Background: an optimization exercise with open tools, aiming at small area, a short achievable clock period and few clock cycles. Do not read the settings as production practice. Function was checked by simulation only, so behaviour that the tests miss may differ from the original.

== job 101 ==
Design qpsk_carrier_recovery_loop, start of the top module:
module qpsk_carrier_recovery_loop
#(
    parameter int SAMPLE_WIDTH = 16
)
(
    input  logic                           clk,
    input  logic                           rst_n,
    input  logic                           in_valid,
    output logic                           in_stall,
    input  logic                           opcode,
    input  logic signed [SAMPLE_WIDTH-1:0] sample_re,
    input  logic signed [SAMPLE_WIDTH-1:0] sample_im,
    input  logic signed [SAMPLE_WIDTH-1:0] cosample_im,
    output logic                           out_valid,
    input  logic                           out_stall,
    output logic signed [SAMPLE_WIDTH-1:0] mixed_re,
    output logic signed [SAMPLE_WIDTH-1:0] mixed_im,
    output logic signed [31:0]             freq_estimate,
    output logic                           locked,
    output logic                           locked_once,
    input  logic                           cfg_write,
    input  logic [1:0]                     cfg_index,
    input  logic [31:0]                    cfg_data
);
    function automatic logic [4:0] booth8(input logic [3:0] b);
        logic c1, c0, cm, neg;
        neg = b[3] & ~(b[2] & b[1] & b[0]);
        c1 = b[2] ^ b[3];
        c0 = b[1] ^ b[3];
        cm = b[0] ^ b[3];
        booth8 = {neg,
                  c1 & c0 & cm,
                  c1 & (c0 ^ cm),
                  (~c1 & c0 & cm) | (c1 & ~c0 & ~cm),
                  ~c1 & (c0 ^ cm)};
    endfunction
    function automatic logic [29:0] booth8x6(input logic [18:0] x);
        logic [4:0] d;
        booth8x6 = '0;
        for (int j = 0; j < 6; j++)
        begin
            d = booth8(x[3*j +: 4]);
            booth8x6[j] = d[0];
            booth8x6[6 + j] = d[1];
            booth8x6[12 + j] = d[2];
  ...
Size: ~11000 cells after synthesis, about 960 flip-flops, ~160 I/O pins, about 0.10 sq mm of cells after synthesis.
Settings: LEC_CHECK=0, CAP_MARGIN=10, CORE_MARGIN=2, CORE_UTILIZATION=50, CTS_BUF_LIST=sky130_fd_sc_hd__clkbuf_8 sky130_fd_sc_hd__clkbuf_16, CTS_CLUSTER_DIAMETER=80, CTS_CLUSTER_SIZE=25, PLACE_DENSITY=0.7, SETUP_SLACK_MARGIN=5, SLEW_MARGIN=10, SYNTH_MEMORY_MAX_BITS=32768; clock period 12.0 ns.
run.sh (not shown) runs the stock make flow with config.mk's settings and CLKGATE_MAP_FILE= SYNTH_SCRIPT=/design/flow/synth_recipe.tcl, a recipe that flattens the netlist after the stock synthesis.
Testbench counts of job 101, summed over its fixed seeds: cycles 3,264.
## Diff of input files: job 102 against job 101
- CTS_BUF_LIST no longer set, was sky130_fd_sc_hd__clkbuf_8 sky130_fd_sc_hd__clkbuf_16
- CTS_CLUSTER_SIZE no longer set, was 25
- CORE_UTILIZATION now 60, was 50
- PLACE_DENSITY now 0.75, was 0.7
- CTS_CLUSTER_DIAMETER no longer set, was 80
- SLEW_MARGIN now 20, was 10
- CAP_MARGIN now 20, was 10
Findings:
Design area delta for job 102 relative to job 101: 0.54% higher
Re initial cell density of the core: job 101 and job 102 aren't equal, and the higher value belongs to job 102.
Taking job 101 as the reference, in job 102 setup slack decreased 0.046 ns; overall die area decreased about 17%; highest achievable clock rate decreased about 0.7%.
Per-cell routed wire length of job 102 exceeds that of job 101 by a few percent.
As far as max-capacitance violation count goes, job 102 and job 101 are indistinguishable; the numbers are identical.
When the final numbers for job 101 and job 102 were put side by side, the relative area change from synthesis to final layout turned out to be greater in job 102.

========
== trial 27 ==
Starting RTL as in the previous note.
export LEC_CHECK = 0
export CAP_MARGIN = 10
export CORE_MARGIN = 2
export CORE_UTILIZATION = 50
export CTS_BUF_LIST = sky130_fd_sc_hd__clkbuf_16
export CTS_CLUSTER_DIAMETER = 100
export CTS_CLUSTER_SIZE = 30
export PLACE_DENSITY = 0.7
export SETUP_SLACK_MARGIN = 5
export SLEW_MARGIN = 10
export SYNTH_MEMORY_MAX_BITS = 32768
create_clock -name core_clock -period 12.0 [get_ports {clk}]
Testbench counts of trial 27, summed over its fixed seeds: cycles 3,264.
For trial 69, these inputs were changed with respect to trial 27:
# trial 27
export LEC_CHECK = 0
export CAP_MARGIN = 10
export CORE_MARGIN = 2
export CORE_UTILIZATION = 50
export CTS_BUF_LIST = sky130_fd_sc_hd__clkbuf_16
export CTS_CLUSTER_DIAMETER = 100
export CTS_CLUSTER_SIZE = 30
export PLACE_DENSITY = 0.7
export SETUP_SLACK_MARGIN = 5
export SLEW_MARGIN = 10
export SYNTH_MEMORY_MAX_BITS = 32768
create_clock -name core_clock -period 12.0 [get_ports {clk}]
# trial 69
export LEC_CHECK = 0
export CAP_MARGIN = 20
export CORE_MARGIN = 2
export CORE_UTILIZATION = 50
export PLACE_DENSITY = 0.7
export SETUP_SLACK_MARGIN = 5
export SLEW_MARGIN = 20
export SYNTH_MEMORY_MAX_BITS = 32768
create_clock -name core_clock -period 12.0 [get_ports {clk}]
[summary]
Trial 27 → trial 69: via count moved up; die area level; multi-input gate share of the layout cell area moved down; total number of placement rows level.
Trial 69: PASS, flow complete, no timing, DRC or antenna violations
Summary of trial 69 over trial 27: slew at the pin with the worst max-slew slack lost 0.086 ns, count of non-filler cells in the finished layout went up 124.
The worst setup slack of trial 69 exceeds that of trial 27 by 0.016 ns.

-- afterwards: timing with drivers on the ports --
The results above use ideal ports. As a check the final layouts listed here were re-extracted and re-timed, cells and wires unchanged.
Step 1 assumes that a clkbuf_16 drives the clock port and a buf_2 every other input.
Step 2, shift: input delay + t, output delay - t, t = (earliest + latest rising clock arrival at the registers) / 2. This alone moves slack from input paths to output paths.
Three values: ideal ports, drivers, drivers and shift; two values: the first two.
| run | t (ns) | slack for setup (ns) | worst setup path at the end | clock arrival spread, ns | cell pins on the clock port's net |
|---|---|---|---|---|---|
| job 101 | 0.837 | 5.146 / 5.118 / 5.020 | input to register | 0.048 / 0.049 | 1 |
| job 102 | 0.860 | 5.100 / 5.066 / 4.959 | input to register | 0.052 / 0.052 | 1 |
| trial 27 | 0.828 | 5.149 / 5.121 / 5.055 | input to register | 0.062 / 0.062 | 1 |
| trial 69 | 0.875 | 5.165 / 5.130 / 5.041 | input to register | 0.065 / 0.065 | 1 |
After both steps every run listed still meets setup and hold. The setup slack of job 102, which loses most, moves by -0.034 ns with the drivers and by -0.141 ns with both steps.
